From an optimization exercise on the open Yosys and OpenROAD flow, aimed at a short achievable clock period and few clock cycles per item; shortcuts taken in it are not production practice. Function was checked by simulation only, so behaviour that the tests miss may differ from the original. Power figures rest on the tool's default switching activity, not on a simulated workload.

### flow/config.mk
export PLATFORM = sky130hd
export DESIGN_NAME = go_back_n_sender_top
export DESIGN_NICKNAME = go_back_n_sender_top
export VERILOG_FILES = /design/flow/design.v
export SDC_FILE = /design/flow/constraint.sdc
export NUM_CORES = 4
export LEC_CHECK = 0
export CAP_MARGIN = 20
export CORE_MARGIN = 2
export CORE_UTILIZATION = 55
export SETUP_SLACK_MARGIN = 2.6
export SLEW_MARGIN = 20
export TNS_END_PERCENT = 10
### flow/run.sh
#!/bin/bash
# synth_recipe.tcl (not shown) runs the flow's synth.tcl, then flattens the netlist and writes it again
# the make line also repeats each setting of config.mk as NAME=value (left out here)
make -C /OpenROAD-flow-scripts/flow DESIGN_CONFIG=/design/flow/config.mk WORK_HOME=/design/flow/orfs CLKGATE_MAP_FILE= SYNTH_SCRIPT=/design/flow/synth_recipe.tcl finish
### flow/constraint.sdc
create_clock -name core_clock -period 5.0 [get_ports {clk}]
set_input_delay 1.0000 -clock core_clock [delete_from_list [all_inputs] [get_ports {clk}]]
set_output_delay 1.0000 -clock core_clock [all_outputs]
set_load 0.01 [all_outputs]
### flow/design.v
package gbn_pkg;
	localparam logic [1:0] CMD_DATA  = 2'd0;
	localparam logic [1:0] CMD_ACK   = 2'd1;
	localparam logic [1:0] CMD_ABORT = 2'd2;
	localparam logic [1:0] CMD_TICK  = 2'd3;
	localparam logic [2:0] KIND_DATA  = 3'd0;
	localparam logic [2:0] KIND_CONF  = 3'd1;
	localparam logic [2:0] KIND_ABORT = 3'd2;
	localparam logic [2:0] KIND_BREAK = 3'd3;
	localparam logic [2:0] KIND_DISC  = 3'd4;
	localparam logic [1:0] REG_CONNECT = 2'd0;
	localparam logic [1:0] REG_RETX    = 2'd1;
	localparam logic [1:0] REG_INACT   = 2'd2;
	localparam logic [15:0] CONNECT_RESET = 16'd5;
	localparam logic [15:0] RETX_RESET    = 16'd5;
	localparam logic [15:0] INACT_RESET   = 16'd10;
	typedef struct packed {
		logic [15:0] seq;
		logic [15:0] conn;
		logic        eom;
		logic [9:0]  len;
		logic [15:0] src;
		logic [15:0] dest;
		logic [31:0] payload;
	} frame_t;
	typedef struct packed {
		logic       tick;
		logic [2:0] arm;
		logic [2:0] disarm;
		logic       clear;
	} tmr_ctl_t;
endpackage
import gbn_pkg::*;
module gbn_timers (
	input  logic        clk,
	input  logic        arst_n,
	input  logic        tick,
	input  logic [2:0]  arm,
	input  logic [2:0]  disarm,
	input  logic [1:0]  recalc,
	input  logic [15:0] lim_connect,
	input  logic [15:0] lim_retx,
	input  logic [15:0] lim_inact,
	output logic [2:0]  fire
);
	logic [16:0] rem_q [3];
	logic [15:0] cnt_q [3];
	logic [2:0]  armed_q;
	logic [2:0]  le1_q;
	logic [2:0]  le2_q;
	logic [15:0] lim [3];
	logic [16:0] diff_q [3];
	assign lim[0] = lim_connect;
	assign lim[1] = lim_retx;
	assign lim[2] = lim_inact;
	assign fire = armed_q & le1_q;
	always_ff @(posedge clk) begin
		for (int t = 0; t < 3; t++) diff_q[t] <= {1'b0, lim[t]} - {1'b0, cnt_q[t]};
	end
	always_ff @(posedge clk or negedge arst_n) begin
		if (!arst_n) begin
			armed_q <= '0;
			le1_q   <= '0;
			le2_q   <= '0;
			for (int t = 0; t < 3; t++) begin
				rem_q[t] <= '0;
				cnt_q[t] <= '0;
			end
		end else begin
			for (int t = 0; t < 3; t++) begin
				if (recalc == 2'd2) begin
				end else if (recalc == 2'd1) begin
					rem_q[t] <= diff_q[t];
					le1_q[t] <= diff_q[t][16] || (diff_q[t][15:1] == 15'd0);
					le2_q[t] <= diff_q[t][16] || (diff_q[t][15:2] == 14'd0 && diff_q[t][1:0] != 2'd3);
				end else if (arm[t]) begin
					armed_q[t] <= 1'b1;
					cnt_q[t]   <= '0;
					rem_q[t]   <= {1'b0, lim[t]};
					le1_q[t]   <= (lim[t][15:1] == 15'd0);
					le2_q[t]   <= (lim[t][15:2] == 14'd0 && lim[t][1:0] != 2'd3);
				end else if (disarm[t]) begin
					armed_q[t] <= 1'b0;
				end else if (tick && armed_q[t]) begin
					if (le1_q[t]) armed_q[t] <= 1'b0;
					cnt_q[t] <= cnt_q[t] + 16'd1;
					rem_q[t] <= rem_q[t] - 17'd1;
					le1_q[t] <= le2_q[t];
					le2_q[t] <= rem_q[t][16] || (rem_q[t][15:2] == 14'd0);
				end
			end
		end
	end
endmodule
import gbn_pkg::*;
module go_back_n_sender_top #(
	parameter int WINDOW = 5
) (
	input  logic        clk,
	input  logic        arst_n,
	input  logic        in_valid,
	output logic        in_stall,
	input  logic [1:0]  command,
	input  logic [15:0] seq_num,
	input  logic        end_of_message,
	input  logic [15:0] conn_id,
	input  logic [15:0] dest_address,
	input  logic [15:0] src_address,
	input  logic [9:0]  payload_len,
	input  logic [31:0] payload_word,
	output logic        out_valid,
	input  logic        out_stall,
	output logic [2:0]  kind,
	output logic [15:0] out_seq,
	output logic        out_eom,
	output logic [15:0] out_conn,
	output logic [15:0] out_dest,
	output logic [15:0] out_src,
	output logic [9:0]  out_len,
	output logic [31:0] out_payload,
	output logic        last_of_run,
	input  logic        psel,
	input  logic        penable,
	input  logic        pwrite,
	input  logic [3:0]  paddr,
	input  logic [31:0] pwdata,
	output logic [31:0] prdata,
	output logic        pready
);
	localparam int W  = 5;         
	localparam int D  = 16;        
	localparam int EW = 107 + 6;   
	localparam logic [1:0] M_IDLE = 2'd0, M_AWAIT = 2'd1, M_CONN = 2'd2, M_BREAK = 2'd3;
	logic          in_stall_q;
	logic          iv_q;
	logic [1:0]    icmd_q;
	logic [106:0]  if_q;
	logic [W-1:0]  mv_q;
	logic          eqf_q;
	logic          eq1_q;
	logic [1:0]    mode_q;
	logic [W-1:0]  vld_q;     
	logic [106:0]  win_q [W];
	logic [15:0]   fin_q;
	logic [15:0]   cc_q;
	logic          rs_q;
	logic [W-1:0]  rp_q;      
	logic [1:0]    rc_q;
	logic          blk_q;     
	logic          go_q;      
	logic [15:0]   limx_q [3];    
	logic [15:0]   lim_q [3];
	logic [EW-1:0] mem_q [D];
	logic [D-1:0]  wp_q;      
	logic [D-1:0]  rd_q;      
	logic [D-1:0]  fc_q;      
	logic          ov_q;
	logic [2:0]    ok_q;
	logic [106:0]  of_q;
	logic          ol_q;
	logic          otwo_q;
	logic          obrk_q;
	gbn_pkg::frame_t ifr;
	assign ifr = if_q;
	logic wr_en;
	assign wr_en  = psel && penable && pwrite;
	assign pready = 1'b1;
	always_comb begin
		unique case (paddr[3:2])
			REG_CONNECT: prdata = {16'd0, lim_q[0]};
			REG_RETX:    prdata = {16'd0, lim_q[1]};
			REG_INACT:   prdata = {16'd0, lim_q[2]};
			default:     prdata = '0;
		endcase
	end
	assign lim_q[0] = limx_q[0] ^ CONNECT_RESET;
	assign lim_q[1] = limx_q[1] ^ RETX_RESET;
	assign lim_q[2] = limx_q[2] ^ INACT_RESET;
	always_ff @(posedge clk or negedge arst_n) begin
		if (!arst_n) begin
			limx_q[0] <= '0;
			limx_q[1] <= '0;
			limx_q[2] <= '0;
		end else if (wr_en) begin
			unique case (paddr[3:2])
				REG_CONNECT: limx_q[0] <= pwdata[15:0] ^ CONNECT_RESET;
				REG_RETX:    limx_q[1] <= pwdata[15:0] ^ RETX_RESET;
				REG_INACT:   limx_q[2] <= pwdata[15:0] ^ INACT_RESET;
				default: ;
			endcase
		end
	end
	logic [2:0] fire;
	logic go;
	logic [W-1:0] lst;
	logic t_data, t_ack, t_abort, t_tick;
	logic m_idle, m_await, m_conn, m_break, m_cb;
	logic [W-1:0] mvv, pre, sh;
	logic newest_m;
	logic tk_abort, tk_resend, cmd_abort, ack_conn, ack_break, ack_cb, disc, drop;
	logic data_idle, data_conn, ack_await, await_conf, brk_conf, full5, rel_any;
	logic push_p, push_r, push;
	logic [2:0] arm, disarm;
	logic rs_d;
	assign go   = go_q;
	assign t_data  = (icmd_q == CMD_DATA);
	assign t_ack   = (icmd_q == CMD_ACK);
	assign t_abort = (icmd_q == CMD_ABORT);
	assign t_tick  = (icmd_q == CMD_TICK);
	assign m_idle  = (mode_q == M_IDLE);
	assign m_await = (mode_q == M_AWAIT);
	assign m_conn  = (mode_q == M_CONN);
	assign m_break = (mode_q == M_BREAK);
	assign m_cb    = mode_q[1];
	always_comb begin
		lst = vld_q & ~{1'b0, vld_q[W-1:1]};
		mvv = mv_q & vld_q;
		pre[0] = mvv[0];
		for (int j = 1; j < W; j++) pre[j] = pre[j-1] | mvv[j];
		newest_m = |(mv_q & lst);
	end
	assign rel_any = pre[W-1];
	assign tk_abort   = t_tick && ((m_await && fire[0]) || (m_cb && fire[2]));
	assign tk_resend  = t_tick && m_cb && !fire[2] && fire[1];
	assign cmd_abort  = t_abort && m_cb;
	assign ack_conn   = t_ack && m_conn;
	assign ack_break  = t_ack && m_break;
	assign ack_cb     = t_ack && m_cb;
	assign disc       = ack_conn && eqf_q;
	assign drop       = tk_abort || cmd_abort || disc;
	assign data_idle  = t_data && m_idle;
	assign data_conn  = t_data && m_conn;
	assign ack_await  = t_ack && m_await;
	assign await_conf = ack_await && eq1_q;
	assign brk_conf   = ack_break && newest_m;
	assign full5      = vld_q[3] && !vld_q[4];
	assign sh         = (go && ack_cb) ? pre : '0;
	assign push_p = go && (data_idle || await_conf || cmd_abort || tk_abort || disc ||
		data_conn || brk_conf);
	assign push_r = rs_q && !fc_q[D-2];
	assign push   = push_p || push_r;
	always_comb begin
		arm = 3'b000; disarm = 3'b000;
		if (go) begin
			if (drop) begin
				disarm = 3'b111;
			end else begin
				if (data_idle)  arm[0] = 1'b1;
				if (ack_await)  disarm[0] = 1'b1;
				if (await_conf) arm[2:1] = 2'b11;
				if (ack_cb)     arm[1] = 1'b1;
				if (ack_break)  arm[2] = 1'b1;
				if (data_conn)  begin arm[2] = 1'b1; if (full5) arm[1] = 1'b1; end
				if (tk_resend)  arm[1] = 1'b1;
			end
		end
	end
	gbn_timers u_timers (
		.clk(clk), .arst_n(arst_n), .tick(go && t_tick), .arm(arm), .disarm(disarm),
		.recalc(rc_q), .lim_connect(lim_q[0]), .lim_retx(lim_q[1]), .lim_inact(lim_q[2]),
		.fire(fire)
	);
	assign rs_d = (go && tk_resend && vld_q[0]) ||
		(rs_q && !(push_r && |(rp_q & lst)));
	logic [EW-1:0] ent;
	logic [106:0]  win_rp;
	always_comb begin
		win_rp = '0;
		for (int j = 0; j < W; j++) win_rp = win_rp | (rp_q[j] ? win_q[j] : 107'd0);
		if (rs_q) begin
			ent = {KIND_DATA, |(rp_q & lst), 1'b0, 1'b0, win_rp};
		end else begin
			ent[106:91] = (t_abort || t_tick || (t_ack && m_conn)) ? 16'd0 : ifr.seq;
			ent[90:75]  = t_tick ? cc_q : ifr.conn;
			ent[74:0]   = t_data ? if_q[74:0] : 75'd0;
			ent[EW-1:EW-3] = t_data ? KIND_DATA : t_ack ? (m_conn ? KIND_DISC : KIND_CONF) : KIND_ABORT;
			ent[109] = !(t_data && m_conn);
			ent[108] = t_data && m_conn;
			ent[107] = full5;
		end
	end
	logic [W:0] eqw;
	logic       eqi, eq0, eqfin;
	logic [W-1:0] mv_d;
	always_comb begin
		for (int j = 0; j < W; j++) eqw[j] = (seq_num == win_q[j][106:91]);
		eqw[W] = 1'b0;
		eqi   = (seq_num == ifr.seq);
		eq0   = (seq_num == 16'd0);
		eqfin = (seq_num == fin_q);
		for (int j = 0; j < W; j++)
			mv_d[j] = !vld_q[j] ? eqi : (sh[j] ? eqw[j+1] : eqw[j]);
	end
	always_ff @(posedge clk) begin
		if (!in_stall_q) begin
			icmd_q <= command;
			if_q   <= {seq_num, conn_id, end_of_message, payload_len, src_address,
				dest_address, payload_word};
			mv_q   <= mv_d;
			eqf_q  <= (go && drop) ? eq0 : (go && data_conn && ifr.eom) ? eqi : eqfin;
			eq1_q  <= (seq_num == 16'd1);
		end
		for (int j = 0; j < W; j++) begin
			if (!vld_q[j]) win_q[j] <= if_q;
			else if (sh[j] && j < W - 1) win_q[j] <= win_q[(j < W - 1) ? j + 1 : j];
		end
		for (int e = 0; e < D; e++)
			if (wp_q[e] && !fc_q[D-1]) mem_q[e] <= ent;
	end
	logic ld, take, iv_d, blk_d;
	assign iv_d  = !in_stall_q ? in_valid : (go ? 1'b0 : iv_q);
	assign blk_d = rs_d || wr_en || (rc_q == 2'd2);
	assign take = ov_q && !out_stall;
	assign ld   = (!ov_q || (take && !otwo_q)) && fc_q[0];
	always_ff @(posedge clk or negedge arst_n) begin
		if (!arst_n) begin
			in_stall_q <= 1'b0;
			iv_q   <= 1'b0;
			mode_q <= M_IDLE;
			vld_q  <= '0;
			fin_q  <= '0;
			cc_q   <= '0;
			rs_q   <= 1'b0;
			rp_q   <= '0;
			rc_q   <= '0;
			blk_q  <= 1'b0;
			go_q   <= 1'b0;
			wp_q   <= D'(1);
			rd_q   <= D'(1);
			fc_q   <= '0;
			ov_q   <= 1'b0;
		end else begin
			in_stall_q <= wr_en || (rc_q == 2'd2) || rs_d || fc_q[D-3];
			iv_q  <= iv_d;
			blk_q <= blk_d;
			go_q  <= iv_d && !blk_d;
			rc_q <= wr_en ? 2'd2 : (rc_q != 2'd0) ? rc_q - 2'd1 : 2'd0;
			rs_q <= rs_d;
			if (go && tk_resend) rp_q <= W'(1);
			else if (push_r)     rp_q <= {rp_q[W-2:0], 1'b0};
			if (go) begin
				if (drop) begin
					mode_q <= M_IDLE;
					vld_q  <= '0;
					fin_q  <= '0;
				end else begin
					if (data_idle)  mode_q <= M_AWAIT;
					if (await_conf) mode_q <= M_CONN;
					if (data_conn && full5) mode_q <= M_BREAK;
					if (brk_conf)   mode_q <= M_CONN;
					if (data_conn)  vld_q <= {vld_q[W-2:0], 1'b1};
					else if (ack_cb && rel_any) vld_q <= {1'b0, vld_q[W-1:1]};
					if (data_conn && ifr.eom) fin_q <= ifr.seq;
				end
				if (data_idle || data_conn || ack_await) cc_q <= ifr.conn;
			end
			if (push) wp_q <= {wp_q[D-2:0], wp_q[D-1]};
			if (ld)   rd_q <= {rd_q[D-2:0], rd_q[D-1]};
			if (push && !ld)      fc_q <= {fc_q[D-2:0], 1'b1};
			else if (ld && !push) fc_q <= {1'b0, fc_q[D-1:1]};
			if (ld) ov_q <= 1'b1;
			else if (take && !otwo_q) ov_q <= 1'b0;
		end
	end
	logic [EW-1:0] head;
	always_comb begin
		head = '0;
		for (int e = 0; e < D; e++) head = head | (rd_q[e] ? mem_q[e] : {EW{1'b0}});
	end
	always_ff @(posedge clk) begin
		if (ld) begin
			ok_q   <= head[EW-1:EW-3];
			ol_q   <= head[109];
			otwo_q <= head[108];
			obrk_q <= head[107];
			of_q   <= head[106:0];
		end else if (take && otwo_q) begin
			ok_q   <= obrk_q ? KIND_BREAK : KIND_CONF;
			ol_q   <= 1'b1;
			otwo_q <= 1'b0;
			if (obrk_q) of_q[106:91] <= 16'd0;
			of_q[74:0] <= 75'd0;
		end
	end
	gbn_pkg::frame_t ofr;
	assign ofr = of_q;
	assign in_stall    = in_stall_q;
	assign out_valid   = ov_q;
	assign kind        = ok_q;
	assign out_seq     = ofr.seq;
	assign out_eom     = ofr.eom;
	assign out_conn    = ofr.conn;
	assign out_dest    = ofr.dest;
	assign out_src     = ofr.src;
	assign out_len     = ofr.len;
	assign out_payload = ofr.payload;
	assign last_of_run = ol_q;
endmodule
==> results.ini, run 1 <==
[status]
status=no timing/DRC/antenna violations

[worst_setup_path]
start_kind=input port
end_kind=primary output
crit_slowest_cell=buf_2
path_cells=buf_6, buf_6, buf_4, buf_4, o22ai_2, buf_2
critPathMaxStageDelay_ns=0.16
crit_arrival_ns=1.80
cp_max_fo=6
crit_type=input port to primary output
worstPathRequired_ns=4.00

[power]
p_int_w=0.0430
power_density_nw_per_um2=429
seqPwrFrac_pct=51.3
switching_share_pct=24.3
leakage_nw=43.9
p_sw_w=0.0138
clockPowerShare_pct=38.4
irDropWorstVdd_mv=0.382
p_total_w=0.0568
comb_power_share_pct=10.3

[global_routing]
grt_pass1_vias=68248
antenna_found_initial=13
grt_pass1_wl_um=485000
grt_max_degree=117
groute.usage.overall_pct=31.8
globalRouteOverflowTotal=0

[cts]
cts_made_buffers=311
clock_sinks=2878
insertion_delay_ns=0.95
cts_tree=built
postCtsHoldBufs=0
path_clk_slew_ns=0.05
clockBufferDepth=4
ctsRootBufferMaster=clkbuf_16
h-tree-depth=5

[detailed_routing]
vias_per_cell=6.76
drtPass1Iterations=8
avgRoutedWirePerCell_um=33.6
drtAntennaViolNets=0
drt_wl_total_um=348000
drtIter0Drc=9642
drc=0
vias=69992

[floorplanning]
core_um2=206000
io_pins=298
die_w_um=459
rows=167
die_area_um2=211000
die_y_um=459
initial_utilization_pct=55.2

[layout]
nets=7640
syn_to_final_growth_pct=16.1
drive_gt1_share_pct=21.5
final.fill_count=14775

[synth]
synth-edff-count=2572
syn_inst=6960
synth_seq_cells=2878
synth-seq-area-share_pct=74.3
synth.top_cell.area_share_pct=67.8
yosysMostFrequentCell=edfxtp_1
synth.area.top_cells=edfxtp_1, dfrtp_1, mux2_2, a22o_1, a221oi_1
synth_warnings=14
synth_area_leader_cell=edfxtp_1
synth.avg_cell_area_um2=16.4
synthTopCellsByCount=edfxtp_1, mux2_2, a22o_1
synth_flop_cell=edfxtp_1
synth_cell_types=85
ys_async_sr_fraction_pct=8.86
netlist_area_um2=114000

[flow_run]
cap_violations=0

[timing]
final.setup.tns_ns=0
clock.fmax_ghz=0.357
hold_viol=0
setup-violations-final=0
slew_viol_final=0
min_period_ns=2.80
rsz0062_at_grt=yes
period_share_pct=56.0
tightest_slew_ns=1.13
finClkSkew_ns=0.0528
relSlewSlack_pct=24.3

[placement]
place.gp.congestion=0.855
io_buffers=262
dp_hpwl_um=183000

[min_path]
hold_class=input port to async pin

==> layout by cell type (no fill, tap or decap), drive strengths merged, types with 185 or more instances in the layout <==
cell / count
clkbuf: 446
dfrtp: 253
nor2: 185
edfxtp: 2572
a22oi: 311
mux2: 504
a22o: 442
a221oi: 353
nand2: 333
buf: 363
==> critical path, delay by kind of cell <==
kind	cells	cell delay [ns]
buffers and inverters	5	0.65
AO/OA/AOI/OAI	1	0.14
==> flip-flops by register name, indices dropped and copies added (netlist names), 3 cells and up <==
signal            flops
mem_q              1808
win_q               535
if_q                107
of_q                107
u_timers.diff_q      51
u_timers.rem_q       51
limx_q               48
u_timers.cnt_q       48
cc_q                 16
fc_q                 16
fin_q                16
rd_q                 16
wp_q                 16
mv_q                  5
rp_q                  5
vld_q                 5
ok_q                  3
u_timers.armed_q      3
u_timers.le1_q        3
u_timers.le2_q        3
==> power by group through the flow <==
stage | sequential, W | clock [W] | combinational, W
after floorplan | 0.0291 | 0 | 0.00305
after global placement | 0.0296 | 0 | 0.00493
after detailed placement | 0.0297 | 0 | 0.00505
after CTS | 0.0291 | 0.0221 | 0.00539
after global routing | 0.0292 | 0.0230 | 0.00626
final | 0.0291 | 0.0218 | 0.00584
==> area by class of cell <==
type                    count  area, um2  area share [%]
clock buffers             400       8480            6.41
well taps                2704       3380            2.56
repair buffers            600       5860            4.43
multi-input cells        3545      28400            21.4
flip-flops and latches   2878      84800            64.1
inverters                  90        354           0.268
repair inverters            1       5.00         0.00378
diodes                     11       27.5          0.0208
clock inverters           131        998           0.755
==> worst paths after layout <==
path | startpoint | end | slack (ns) | depth (start not counted)
min reg2reg | u_timers.le2_q[0] | u_timers.le2_q[0] | 0.48 | 2
max in group asynchronous | arst_n | rp_q[4] | 3.76 | 2
min | arst_n | u_timers.rem_q[0][7] | 0.13 | 1
max reg2reg | rs_q | mem_q[4][91] | 2.23 | 2
min in group core_clock | u_timers.le2_q[0] | u_timers.le2_q[0] | 0.48 | 2
max | paddr[3] | prdata[3] | 2.20 | 6
==> kinds of logic after synthesis <==
logic type,synth area share [%]
AOI/OAI and AO/OA,12.1
and+or+nand+nor,4.08
muxes,5.33
DFF,74.3
other,0.00659
adders and majority gates,0.690
buffers and inverters,1.94
xor gates and xnor gates,1.54
==> per-layer routing <==
metal | routed length (um) | track usage (%) | up-vias
li1 | - | - | 29275
met1 | 143000 | 46.5 | 36536
met2 | 165000 | 51.0 | 3679
met3 | 32600 | 4.67 | 502
met4 | 8010 | 7.45 | 0
met5 | 0 | 0 | -
==> per-stage QoR <==
stage	utilization [%]	area (um2)	std cells	worst slack [ns]	hold WS, ns
6_report	64.1	132000	10360	2.20	0.126
3_3_place_gp	58.2	120000	9633	0.865	0.453
5_1_grt	64.1	132000	10349	2.15	0.185
3_5_place_dp	58.2	120000	9633	0.900	0.468
2_1_floorplan	-	114000	6975	1.54	0.428
4_1_cts	63.5	131000	10276	2.17	0.134
==> timing repair <==
action | in CTS | in global routing
cloned | 7 | 8
gates resized for setup | 401 | 258
hold endpoints to repair | 0 | 0
setup endpoints to repair | 3181 | 2060
pin swaps | 22 | 56
buffers inserted | 105 | 64
Testbench counts, summed over its fixed seeds: cycles 5,635, commands 5,600.
==> run 2: changes to the inputs <==
--- a/flow/design.v
+++ b/flow/design.v
@@ -128,7 +128,7 @@
 	output logic        pready
 );
 	localparam int W  = 5;         
-	localparam int D  = 16;        
+	localparam int D  = 12;        
 	localparam int EW = 107 + 6;   
 	localparam logic [1:0] M_IDLE = 2'd0, M_AWAIT = 2'd1, M_CONN = 2'd2, M_BREAK = 2'd3;
 	logic          in_stall_q;
==> run 2 against run 1 <==
Effect of this change:
- power decreased by 15%
- die area shrank 14%
- clock-buffer cell count down 77
- worst setup slack got worse by 0.0049 ns
- first-iteration DRC count fell by 28%
- sequential share of layout area is 1.5 points lower
- fmax fell by 0.17%
- global-route usage decreased by 1.4 points
==> results.ini, run 2 <==
[synth]
synth-edff-count=2120
synth.avg_cell_area_um2=16.1
synth.top_cell.area_share_pct=65.4
ys_async_sr_fraction_pct=10.1
synth_top_family_by_area=compound AO/OA/AOI/OAI gates
syn_inst=6058
synth_compound_area_share_pct=12.1
yosysMostFrequentCell=edfxtp_1
synth.area.top_cells=edfxtp_1, dfrtp_1, mux2_2, a22o_1, a221oi_1
synth-seq-area-share_pct=72.7
netlist_area_um2=97400
synth_flop_cell=edfxtp_1
synth_area_leader_cell=edfxtp_1
synth_fa_ha_area_share_pct=0.807
synth_warnings=14
synth_xor_area_share_pct=1.89
synth_cell_types=89
synthTopCellsByCount=edfxtp_1, mux2_2, a22o_1
synth.area.mux_share_pct=6.39
synth_seq_cells=2414
synthSimpleGateAreaFrac_pct=4.04

[timing]
setup-violations-final=0
finClkSkew_ns=0.0265
period_share_pct=56.1
final.setup.tns_ns=0
clock.fmax_ghz=0.356
rsz0062_at_grt=yes
tightest_slew_ns=1.10
min_period_ns=2.81
relSlewSlack_pct=26.6
hold_viol=0
slew_viol_final=0

[global_routing]
grt_max_degree=114
antenna_found_initial=9
grt_pass1_wl_um=400000
groute.usage.overall_pct=30.4
globalRouteOverflowTotal=0
grt_pass1_vias=58519

[power]
comb_power_share_pct=12.0
power_density_nw_per_um2=427
irDropWorstVdd_mv=0.380
switching_share_pct=25.2
seqPwrFrac_pct=51.4
p_int_w=0.0362
leakage_nw=38.6
clockPowerShare_pct=36.5
p_sw_w=0.0122

[placement]
place.gp.congestion=0.832
io_buffers=262
dp_hpwl_um=148000

[layout]
nets=6676
largest_registers=mem_q: 1356 flops, win_q: 535 flops
regMostFlops=mem_q
final_common_cell=edfxtp_1
final_cell_mix=edfxtp_1, mux2_2, a22o_1
largest_reg_flops=1356
drive_gt1_share_pct=21.7
postLayoutCoreUtil_pct=64.3
syn_to_final_growth_pct=16.3

[detailed_routing]
drt_wl_total_um=279000
drtAntennaViolNets=0
drtIter0Drc=6987
vias=58877
avgRoutedWirePerCell_um=30.9
vias_per_cell=6.52
drtPass1Iterations=7
drc=0

[cts]
cts_tree=built
h-tree-depth=4
path_clk_slew_ns=0.07
clock_sinks=2414
clockBufferDepth=3
ctsRootBufferMaster=clkbuf_16
cts_made_buffers=237
postCtsHoldBufs=0
insertion_delay_ns=0.88

[worst_setup_path]
reg2reg_depth=7
start_kind=flop
worstPathRequired_ns=4.00
ff2ff_setup_slack_ns=2.27
end_kind=primary output
critPathBufInv=1
crit_type=flop to primary output
r2r_start=mode_q[0]
path_cells=mux2_4, o22ai_2, buf_2
cp_max_fo=2
critPathMaxStageDelay_ns=0.42
r2r_end=u_timers.cnt_q[2][10]
crit_slowest_cell=dfrtp_2
cp_top_family=flip-flops
crit_arrival_ns=1.81

[floorplanning]
die_area_um2=180000
io_pins=298
core_um2=176000
die_w_um=425
rows=154
initial_utilization_pct=55.3
die_y_um=425

[flow_run]
cap_violations=0

[status]
status=no timing/DRC/antenna violations

[min_path]
hold_class=input port to async pin

-- run 2: cell count changes after synthesis, moves of 16 or more --
cell | previous run | this run
nand2_1 | 327 | 299
a22oi_1 | 311 | 111
clkbuf_1 | 369 | 334
buf_1 | 61 | 45
o21ai_0 | 158 | 123
nand4_1 | 53 | 32
edfxtp_1 | 2572 | 2120
nor3_1 | 61 | 39
nand3_1 | 26 | 55
and3_1 | 120 | 29
-- run 2: metrics by stage --
stage	power, W	setup WS, ns	cells	instance area (um2)	hold WS, ns
final	0.0484	2.19	9024	113000	0.128
after floorplan	0.0280	1.54	6073	97700	0.435
after CTS	0.0482	2.14	8964	112000	0.156
after global placement	0.0304	0.962	8403	103000	0.454
after detailed placement	0.0305	0.977	8404	103000	0.470
after global routing	0.0500	2.14	9016	113000	0.189
-- run 2: cell families after synthesis --
family | after synthesis
adders and majority gates | 61
muxes | 558
and+or+nand+nor | 815
other | 2
AOI/OAI and AO/OA | 1491
xor gates and xnor gates | 210
DFF | 2414
buffers and inverters | 507
-- run 2: layout make-up --
| type | instances | area (um2) |
|---|---|---|
| multi-input combinational | 3153 | 25700 |
| tap | 2340 | 2930 |
| timing repair inverter | 1 | 5.00 |
| timing repair buffer | 562 | 5620 |
| sequential | 2414 | 70900 |
| clock inverter | 128 | 1130 |
| inverter | 94 | 365 |
| clock buffer | 323 | 6580 |
| antenna | 9 | 22.5 |
| fill | 12754 | 62900 |
-- run 2: what timing repair did --
action                                  4_1_cts  5_1_grt
gates resized for setup                     267      251
setup buffers                               103       43
pin swaps                                    23       47
endpoints found under the setup margin     1992     1860
cloned                                        6        8
-- run 2: layer usage --
| layer | global-route usage [%] | vias up | routed length (um) |
|---|---|---|---|
| met1 | 42.2 | 30456 | 115000 |
| met2 | 48.8 | 2589 | 133000 |
| li1 | - | 25372 | - |
| met5 | 0 | - | 27 |
| met4 | 10.5 | 4 | 9290 |
| met3 | 5.41 | 456 | 21900 |
-- run 2: power by group through the flow --
stage | registers [W] | clock network, W | logic (W)
floorplan | 0.0249 | 0 | 0.00313
finish | 0.0249 | 0.0177 | 0.00582
CTS | 0.0248 | 0.0179 | 0.00551
global route | 0.0250 | 0.0187 | 0.00630
detailed placement | 0.0253 | 0 | 0.00517
global placement | 0.0253 | 0 | 0.00507
-- run 2: worst max-delay path by stage --
stage	start	end	slack (ns)	depth (start not counted)
after detailed placement	paddr[2]	prdata[15]	0.98	5
after floorplan	out_stall	of_q[100]	1.54	2
after CTS	limx_q[1][0]	prdata[0]	2.14	3
after global placement	paddr[2]	prdata[5]	0.96	5
final	limx_q[1][0]	prdata[0]	2.19	3
after global routing	limx_q[1][0]	prdata[0]	2.14	3
Testbench counts of run 2, summed over its fixed seeds: cycles 5,635, commands 5,600.
==> run 3: changes to the inputs <==
--- a/flow/config.mk
+++ b/flow/config.mk
@@ -7,7 +7,7 @@
 export LEC_CHECK = 0
 export CAP_MARGIN = 20
 export CORE_MARGIN = 2
-export CORE_UTILIZATION = 55
+export CORE_UTILIZATION = 65
 export SETUP_SLACK_MARGIN = 2.6
 export SLEW_MARGIN = 20
 export TNS_END_PERCENT = 10
==> run 3 against run 2 <==
Effect of this change:
- power fell by 1.7%
- clock power fell by 4%
- clock skew rose by 0.030 ns
- synthesized cell count did not move
- largest cell class unchanged
- die area fell by 15%
==> results.ini, run 3 <==
[synth]
synth_xor_area_share_pct=1.89
yosysMostFrequentCell=edfxtp_1
synth_fa_ha_area_share_pct=0.807
syn_inst=6058
synth_warnings=14
synth_compound_area_share_pct=12.1
netlist_area_um2=97400
synth_seq_cells=2414
synth_area_leader_cell=edfxtp_1
synth.top_cell.area_share_pct=65.4
synth-edff-count=2120
synthSimpleGateAreaFrac_pct=4.04
synth.area.mux_share_pct=6.39
synth.area.top_cells=edfxtp_1, dfrtp_1, mux2_2, a22o_1, a221oi_1
synth_top_family_by_area=compound AO/OA/AOI/OAI gates
ys_async_sr_fraction_pct=10.1
synth_flop_cell=edfxtp_1
synth_cell_types=89
synth.avg_cell_area_um2=16.1
synth-seq-area-share_pct=72.7
synthTopCellsByCount=edfxtp_1, mux2_2, a22o_1

[timing]
rsz0062_at_grt=yes
slew_viol_final=0
tightest_slew_ns=1.15
setup-violations-final=0
finClkSkew_ns=0.0568
whs_ns=0.148
final.setup.tns_ns=0
clock.fmax_ghz=0.355
period_share_pct=56.4
postLayoutSetupSlackWorst_ns=2.18
min_period_ns=2.82
hold_viol=0
relSlewSlack_pct=23.3

[cts]
path_clk_slew_ns=0.06
h-tree-depth=4
cts_made_buffers=228
clock_sinks=2414
cts_tree=built
ctsRootBufferMaster=clkbuf_16
insertion_delay_ns=0.87
clockBufferDepth=3

[detailed_routing]
drtAntennaViolNets=0
avgRoutedWirePerCell_um=31.1
vias=59570
drt_wl_total_um=265000
vias_per_cell=6.98
drtIter0Drc=7943
drc=0
drtPass1Iterations=6

[floorplanning]
initial_utilization_pct=65.3
die_w_um=391
core_um2=149000
die_area_um2=153000
rows=142
io_pins=298
die_y_um=391

[worst_setup_path]
crit_arrival_ns=1.82
cp_top_family=buffers and inverters
end_kind=primary output
cp_max_fo=1
r2r_start=icmd_q[0]
crit_slowest_cell=clkdlybuf4s50_1
ff2ff_setup_slack_ns=2.27
r2r_end=u_timers.cnt_q[2][10]
reg2reg_depth=8
start_kind=flop
critPathBufInv=1
path_cells=clkdlybuf4s50_1
worstPathRequired_ns=4.00
critPathMaxStageDelay_ns=0.56
crit_type=flop to primary output

[layout]
final_cell_mix=edfxtp_1, mux2_2, a22o_1
syn_to_final_growth_pct=14.6
nets=6606
final_cell_area_um2=112000
largest_registers=mem_q: 1356 flops, win_q: 535 flops
drive_gt1_share_pct=19.7
largest_reg_flops=1356
instances_no_fill=8532
regMostFlops=mem_q
final_common_cell=edfxtp_1

[placement]
io_buffers=262
dpl_cell_area_um2=102000
dp_hpwl_um=140000
post-place-ws_ns=0.888
placed_cells=7982
place.gp.congestion=0.866

[power]
leakage_nw=37.8
power_density_nw_per_um2=426
irDropWorstVdd_mv=0.357

[status]
status=no timing/DRC/antenna violations

[global_routing]
globalRouteOverflowTotal=0
grt_max_degree=149
antenna_found_initial=18
grt_pass1_vias=58827
groute.usage.overall_pct=34.3
grt_pass1_wl_um=384000

[min_path]
hold_class=input port to async pin

[flow_run]
cap_violations=0

## run 3: routing by layer
metal / global-route usage, % / vias up / part of all wire [%]
met2: 54.1 / 3513 / 47
met1: 49.5 / 30371 / 39
met4: 10.2 / 16 / 2.7
met5: 0 / - / 0.038
met3: 6.29 / 452 / 11
li1: - / 25218 / -
## run 3: timing repair
action | 4_1_cts | 5_1_grt
gates cloned | 8 | 3
pin swaps | 23 | 22
setup buffers | 74 | 40
setup endpoints to repair | 2521 | 2371
gates resized for setup | 265 | 97
hold buffers | 0 | 0
## run 3: worst max path at each step
stage,cells after the start,slack (ns),end,startpoint
final,1,2.18,out_seq[10],of_q[101]
after global routing,7,2.13,prdata[9],paddr[3]
after CTS,3,2.14,prdata[0],limx_q[0][0]
after detailed placement,5,0.89,prdata[10],paddr[2]
after global placement,5,0.92,prdata[13],paddr[2]
after floorplan,2,1.54,of_q[100],out_stall
## run 3: per-stage QoR
stage / power (W) / util, %
floorplan: 0.0280 / -
global placement: 0.0303 / 68.6
detailed placement: 0.0304 / 68.6
CTS: 0.0473 / 74.3
global route: 0.0490 / 74.8
finish: 0.0475 / 74.8
## run 3: cells by family (layout without fill, tap and decap cells)
kind of cell / Yosys count / count (layout)
adders and majority gates: 61 / 61
AOI/OAI and AO/OA: 1491 / 1495
DFF: 2414 / 2414
xor gates and xnor gates: 210 / 210
muxes: 558 / 558
other: 2 / 21
and+or+nand+nor: 815 / 815
buffers and inverters: 507 / 1014
## run 3: layout make-up
cell class	count	area, um2
well taps	1944	2430
fillers	9080	37700
diodes	4	10.0
repair inverters	1	5.00
inverters	94	368
clock buffers	306	6210
repair buffers	498	5120
multi-input cells	3156	25400
flip-flops and latches	2414	70900
clock inverters	115	1130
## run 3: report_power, final
group	internal (W)	switching [W]
sequential	0.0236	0.00128
clock	0.00950	0.00745
combinational	0.00244	0.00321
==> run 4: changes to the inputs <==
==> flow/flow/run.sh (new file) <==
#!/bin/bash
# The standard layout (standard.sh: the standard flow's synthesis and ORFS flow, unchanged
# settings from config.mk), except that the port buffers are buf_4 cells
# instead of the smallest buffer, so the output paths do not start from a
# slow delay-cell buffer that repair_timing leaves in place.
set -euo pipefail
export BUFFER_PORTS_ARGS="-buffer_cell sky130_fd_sc_hd__buf_4"
bash standard.sh finish > flow_make.log 2>&1
==> flow/standard.sh (new file) <==
#!/bin/bash
# synth_recipe.tcl (not shown) runs the flow's synth.tcl, then flattens the netlist and writes it again
# the make line also repeats each setting of config.mk as NAME=value (left out here)
make -C /OpenROAD-flow-scripts/flow DESIGN_CONFIG=/design/flow/config.mk WORK_HOME=/design/flow/orfs CLKGATE_MAP_FILE= SYNTH_SCRIPT=/design/flow/synth_recipe.tcl "${@:-finish}"
removed: flow/run.sh
==> run 4 against run 3 <==
Effect of this change:
- now fails the layout checks on antenna rules
- synthesized area did not move
- via count rose by 0.60%
- register-to-register slack got worse by 0.04 ns
- power rose by 0.39%
- sequential power barely moved
- sequential share of layout area fell by 0.25 points
- non-clock buffer count rose by 52
- largest cell class unchanged
- largest power group unchanged
==> results.ini, run 4 <==
[synth]
synthTopCellsByCount=edfxtp_1, mux2_2, a22o_1
yosysMostFrequentCell=edfxtp_1
synth_warnings=14
synth.area.top_cells=edfxtp_1, dfrtp_1, mux2_2, a22o_1, a221oi_1
synth-edff-count=2120
synth-seq-area-share_pct=72.7
synth.top_cell.area_share_pct=65.4
synth_flop_cell=edfxtp_1
ys_async_sr_fraction_pct=10.1
netlist_area_um2=97400
synth_area_leader_cell=edfxtp_1
synth.avg_cell_area_um2=16.1
synth_seq_cells=2414
syn_inst=6058
synth_cell_types=89

[cts]
cts_tree=built
clockBufferDepth=3
cts_made_buffers=230
h-tree-depth=4
postCtsHoldBufs=0
path_clk_slew_ns=0.07
insertion_delay_ns=0.87
clock_sinks=2414
ctsRootBufferMaster=clkbuf_16

[floorplanning]
die_y_um=391
rows=142
die_w_um=391
io_pins=298
initial_utilization_pct=65.3
die_area_um2=153000
core_um2=149000

[placement]
placed_cells=7985
place.gp.congestion=0.857
io_buffers=262
dp_hpwl_um=138000
dpl_cell_area_um2=102000

[detailed_routing]
drtAntennaViolNets=1
vias_per_cell=6.97
drtIter0Drc=7665
drtPass1Iterations=7
drc=0
drt_wl_total_um=266000
vias=59925
avgRoutedWirePerCell_um=31.0

[timing]
final.setup.tns_ns=0
min_period_ns=2.84
slew_viol_final=0
finClkSkew_ns=0.0572
clock.fmax_ghz=0.352
rsz0062_at_grt=yes
setup-violations-final=0
period_share_pct=56.8
whs_ns=0.155
hold_viol=0
tightest_slew_ns=1.14
relSlewSlack_pct=23.9

[layout]
largest_reg_flops=1356
instances_no_fill=8603
nets=6662
syn_to_final_growth_pct=15.0
drive_gt1_share_pct=24.4
final_cell_mix=edfxtp_1, mux2_2, buf_4
largest_registers=mem_q: 1356 flops, win_q: 535 flops
final_common_cell=edfxtp_1
regMostFlops=mem_q
final.fill_count=8921
final_cell_area_um2=112000

[status]
so_faults=antenna rules
status=finished with violations

[flow_run]
cap_violations=0

[worst_setup_path]
critPathMaxStageDelay_ns=0.41
cp_max_fo=2
path_cells=mux2_4, o22ai_4, buf_6
end_kind=primary output
crit_arrival_ns=1.84
start_kind=flop
crit_type=flop to primary output
worstPathRequired_ns=4.00
crit_slowest_cell=dfrtp_2

[power]
p_total_w=0.0477
power_density_nw_per_um2=426
leakage_nw=38.4
irDropWorstVdd_mv=0.362

[global_routing]
groute.usage.overall_pct=34.3
grt_pass1_vias=59209
globalRouteOverflowTotal=0
grt_max_degree=114
antenna_found_initial=19
grt_pass1_wl_um=385000

[min_path]
hold_class=input port to async pin

==> run 4: cell types whose count changed in the layout (fill, tap and decap cells not counted), moves of 10 or more <==
| cell | change |
|---|---|
| clkdlybuf4s50_1 | -203 |
| a21oi_1 | -10 |
| a22o_2 | -16 |
| dlygate4sd2_1 | -37 |
| a22o_1 | +16 |
| clkinv_1 | +13 |
| buf_2 | -17 |
| clkbuf_8 | -11 |
| buf_4 | +291 |
| buf_6 | +13 |
==> run 4: path summary, 6_finish.rpt <==
path | slack (ns) | to | from | cells past startpoint
min in group core_clock | 0.30 | if_q[4] | payload_word[4] | 1
max in group asynchronous | 3.74 | limx_q[2][14] | arst_n | 2
worst max register to register | 2.23 | u_timers.cnt_q[2][10] | icmd_q[1] | 10
worst min-delay path | 0.16 | u_timers.rem_q[1][10] | arst_n | 1
worst max-delay path | 2.16 | prdata[0] | limx_q[0][0] | 3
worst min register to register | 0.49 | u_timers.rem_q[0][13] | u_timers.diff_q[0][13] | 2
==> run 4: repair_timing <==
action                      CTS  global route
setup endpoints to repair  2042          1852
pin swaps                    33            41
gates cloned                 12            11
gates resized for setup     163           140
setup buffers               103            49
==> run 4: cell type report <==
class | count | area (um2) | area share, %
antenna | 13 | 32.5 | 0.0290
clock buffer | 297 | 6130 | 5.47
clock inverter | 132 | 1240 | 1.10
inverter | 94 | 365 | 0.326
multi-input combinational | 3159 | 25800 | 23.0
sequential | 2414 | 70900 | 63.3
tap | 1944 | 2430 | 2.17
timing repair buffer | 550 | 5180 | 4.63
==> run 4: cell families (layout without fill, tap and decap cells) <==
group                      Yosys count  in the layout  share of synthesized area [%]
AOI/OAI and AO/OA                 1491           1493                           12.1
xor gates and xnor gates           210            210                           1.89
adders and majority gates           61             61                          0.807
buffers and inverters              507           1073                           2.07
DFF                               2414           2414                           72.7
muxes                              558            558                           6.39
other                                2             30                        0.00771
and+or+nand+nor                    815            820                           4.04
==> run 4: critical path: cells and delay by family (launching register included) <==
| kind | cells | cell delay (ns) |
|---|---|---|
| compound gates | 1 | 0.13 |
| buf+inv | 1 | 0.13 |
| flops | 1 | 0.41 |
| mux | 1 | 0.28 |
==> run 4: per-layer routing <==
| metal | track usage (%) | part of all wire, % | vias to the layer above |
|---|---|---|---|
| met5 | 0 | 0.027 | - |
| met4 | 9.79 | 2.8 | 10 |
| met3 | 5.76 | 9.9 | 430 |
| met2 | 54.5 | 47 | 3439 |
| met1 | 49.8 | 40 | 30717 |
| li1 | - | - | 25329 |
==> run 4: through the flow <==
step | setup WS, ns | util [%]
final | 2.16 | 75.1
after global routing | 2.12 | 75.1
after CTS | 2.12 | 74.2
after detailed placement | 1.47 | 68.2
after global placement | 1.57 | 68.1
after floorplan | 1.54 | -
==> run 4: where the power goes <==
part           internal [W]  switching, W
clock network       0.00940       0.00752
logic               0.00255       0.00338
registers            0.0236       0.00121
total                0.0356        0.0121
==> run 5: changes to the inputs <==
--- a/flow/design.v
+++ b/flow/design.v
@@ -150,6 +150,7 @@
 	logic          go_q;      
 	logic [15:0]   limx_q [3];    
 	logic [15:0]   lim_q [3];
+	logic [15:0]   limn_q [3];    
 	logic [EW-1:0] mem_q [D];
 	logic [D-1:0]  wp_q;      
 	logic [D-1:0]  rd_q;      
@@ -190,6 +191,20 @@
 			endcase
 		end
 	end
+	always_ff @(posedge clk or negedge arst_n) begin
+		if (!arst_n) begin
+			limn_q[0] <= ~CONNECT_RESET;
+			limn_q[1] <= ~RETX_RESET;
+			limn_q[2] <= ~INACT_RESET;
+		end else if (wr_en) begin
+			unique case (paddr[3:2])
+				REG_CONNECT: limn_q[0] <= ~pwdata[15:0];
+				REG_RETX:    limn_q[1] <= ~pwdata[15:0];
+				REG_INACT:   limn_q[2] <= ~pwdata[15:0];
+				default: ;
+			endcase
+		end
+	end
 	logic [2:0] fire;
 	logic go;
 	logic [W-1:0] lst;
@@ -257,7 +272,7 @@
 	end
 	gbn_timers u_timers (
 		.clk(clk), .arst_n(arst_n), .tick(go && t_tick), .arm(arm), .disarm(disarm),
-		.recalc(rc_q), .lim_connect(lim_q[0]), .lim_retx(lim_q[1]), .lim_inact(lim_q[2]),
+		.recalc(rc_q), .lim_connect(~limn_q[0]), .lim_retx(~limn_q[1]), .lim_inact(~limn_q[2]),
 		.fire(fire)
 	);
 	assign rs_d = (go && tk_resend && vld_q[0]) ||
==> run 5 against run 4 <==
Effect of this change:
- synthesized area grew 1.9%
- cell area grew 1.4%
- final cell count grew 2.7%
- sequential cell count grew 42
- clock-buffer cell count grew 2
- non-clock buffer count shrank 52
- the run now finishes clean
==> results.ini, run 5 <==
[power]
leakage_nw=38.7
p_total_w=0.0480
p_int_w=0.0359
comb_power_share_pct=11.6
irDropWorstVdd_mv=0.360
p_sw_w=0.0121
power_density_nw_per_um2=422
clockPowerShare_pct=35.5
switching_share_pct=25.1
seqPwrFrac_pct=52.9

[floorplanning]
die_area_um2=156000
die_w_um=395
initial_utilization_pct=65.4
io_pins=298
die_y_um=395
rows=143
core_um2=152000

[layout]
final_common_cell=edfxtp_1
final.fill_count=9205
largest_reg_flops=1356
drive_gt1_share_pct=23.4
regMostFlops=mem_q
final_cell_mix=edfxtp_1, mux2_2, a22o_1
instances_no_fill=8838
postLayoutCoreUtil_pct=74.9
largest_registers=mem_q: 1356 flops, win_q: 535 flops
nets=6826
syn_to_final_growth_pct=14.5

[worst_setup_path]
start_kind=flop
crit_arrival_ns=1.81
worstPathRequired_ns=4.00
crit_type=flop to primary output
cp_max_fo=2
end_kind=primary output

[placement]
placed_cells=8281
dp_hpwl_um=144000
place.gp.congestion=0.839
io_buffers=262

[detailed_routing]
drtIter0Drc=7874
drc=0
vias=61427
drtAntennaViolNets=0
drtPass1Iterations=9
drt_wl_total_um=272000
avgRoutedWirePerCell_um=30.7
vias_per_cell=6.95

[global_routing]
grt_max_degree=114
antenna_found_initial=17
groute.usage.overall_pct=34.3
grt_pass1_vias=60280
globalRouteOverflowTotal=0
grt_pass1_wl_um=394000

[min_path]
hold_class=input port to async pin

[synth]
syn_inst=6285
synth-edff-count=2120
synth_seq_cells=2456
synth_warnings=11
synth.top_cell.area_share_pct=64.2
synth.avg_cell_area_um2=15.8
netlist_area_um2=99200
synth.area.top_cells=edfxtp_1, dfrtp_1, mux2_2, a22o_1, a221oi_1
synthTopCellsByCount=edfxtp_1, mux2_2, a22o_1
synth-seq-area-share_pct=72.4
synth_cell_types=91
ys_async_sr_fraction_pct=11.6
synth_area_leader_cell=edfxtp_1
synth_flop_cell=edfxtp_1
yosysMostFrequentCell=edfxtp_1

[timing]
slew_viol_final=0
rsz0062_at_grt=yes
setup-violations-final=0
whs_ns=0.141
relSlewSlack_pct=27.4
min_period_ns=2.81
tightest_slew_ns=1.09
period_share_pct=56.3
final.setup.tns_ns=0
hold_viol=0
finClkSkew_ns=0.0700
clock.fmax_ghz=0.355

[cts]
cts_tree=built
cts_made_buffers=230
path_clk_slew_ns=0.06
insertion_delay_ns=0.89
clockBufferDepth=3
h-tree-depth=4
ctsRootBufferMaster=clkbuf_16
clock_sinks=2456
postCtsHoldBufs=0

[status]
status=no timing/DRC/antenna violations

[flow_run]
cap_violations=0

run 5: path summary, 6_finish.rpt:
| kind | to | slack (ns) | startpoint | cells after the start |
|---|---|---|---|---|
| min | cc_q[6] | 0.14 | arst_n | 1 |
| max | prdata[0] | 2.19 | limn_q[1][0] | 3 |
| min in group core_clock | if_q[49] | 0.29 | src_address[1] | 1 |
| max in group asynchronous | u_timers.armed_q[2] | 3.61 | arst_n | 2 |
| min reg2reg | u_timers.rem_q[0][10] | 0.47 | u_timers.diff_q[0][10] | 2 |
| max reg2reg | ok_q[1] | 2.27 | rd_q[2] | 5 |
run 5: power groups by stage:
stage	Sequential (W)	Combinational, W	Clock [W]
6_report	0.0254	0.00556	0.0171
5_1_grt	0.0255	0.00603	0.0180
4_1_cts	0.0253	0.00514	0.0172
3_5_place_dp	0.0257	0.00486	0
3_3_place_gp	0.0257	0.00473	0
2_1_floorplan	0.0253	0.00314	0
run 5: cells by family after synthesis:
family	after synthesis	share of synthesized area, %
muxes	533	6.01
and+or+nand+nor	880	4.14
DFF	2456	72.4
adders and majority gates	61	0.792
buffers and inverters	548	2.19
AOI/OAI and AO/OA	1604	12.6
xor gates and xnor gates	201	1.77
other	2	0.00757
run 5: layout make-up:
type                    count  area, um2  share of cell area [%]
inverters                 121        468                   0.412
well taps                2030       2540                    2.24
flip-flops and latches   2456      72000                    63.3
repair buffers            498       4760                    4.19
clock inverters           118       1220                    1.07
clock buffers             299       6150                    5.42
diodes                     10       25.0                  0.0220
multi-input cells        3306      26500                    23.3
run 5: metal layers:
layer | global-route usage (%) | vias up | routed length [um]
met2 | 54.6 | 3521 | 129000
met4 | 9.90 | 24 | 7770
met3 | 7.06 | 526 | 28800
li1 | - | 26013 | -
met1 | 48.5 | 31343 | 106000
met5 | 0 | - | 161
run 5: timing repair:
action,4_1_cts,5_1_grt
buffers inserted,66,46
setup endpoints to repair,2316,1792
gates resized for setup,143,161
pin swaps,28,57
endpoints found under the hold margin,0,0
gates cloned,10,8
run 5: metrics by stage:
stage / setup WS [ns] / cell area, um2
after floorplan: 1.54 / 99400
after global placement: 1.61 / 104000
after detailed placement: 1.58 / 104000
after CTS: 2.14 / 112000
after global routing: 2.13 / 114000
final: 2.19 / 114000
run 5: critical path, cell delays in order, from the launching register on:
cell,delay (ns)
dfrtp_2,0.40
mux2_4,0.28
o21ai_2,0.11
buf_4,0.14
Testbench counts of run 5, summed over its fixed seeds: cycles 5,635, commands 5,600.

==> re-timing with driven ports <==
How much do the figures lean on ideal ports? The routed layouts below were timed once more, with nothing changed but the port constraints. Step 1: set_driving_cell puts a clkbuf_16 on clk and a buf_2 on each other input, an assumption about the parent block. Step 2 also shifts input and output timing later by t, the mid clock arrival at the registers, as if the neighbouring blocks saw the same clock. Slacks: ideal / step 1 / step 2; pairs: ideal / step 1.
run | t, ns | setup WS [ns] | clock arrival spread, ns | slew at the worst register clock pin (ns)
run 1 | 1.022 | 2.199 / 2.109 / 1.347 | 0.058 / 0.058 | 0.07 / 0.07
run 2 | 0.953 | 2.194 / 2.108 / 1.426 | 0.032 / 0.032 | 0.07 / 0.07
run 3 | 0.928 | 2.181 / 2.090 / 1.548 | 0.058 / 0.057 | 0.07 / 0.07
run 4 | 0.933 | 2.158 / 2.066 / 1.799 | 0.067 / 0.067 | 0.07 / 0.07
run 5 | 0.942 | 2.186 / 2.022 / 1.986 | 0.074 / 0.073 | 0.07 / 0.07
For run 1, which loses most, drivers alone change the setup slack by -0.090 ns; drivers and shift together by -0.852 ns.
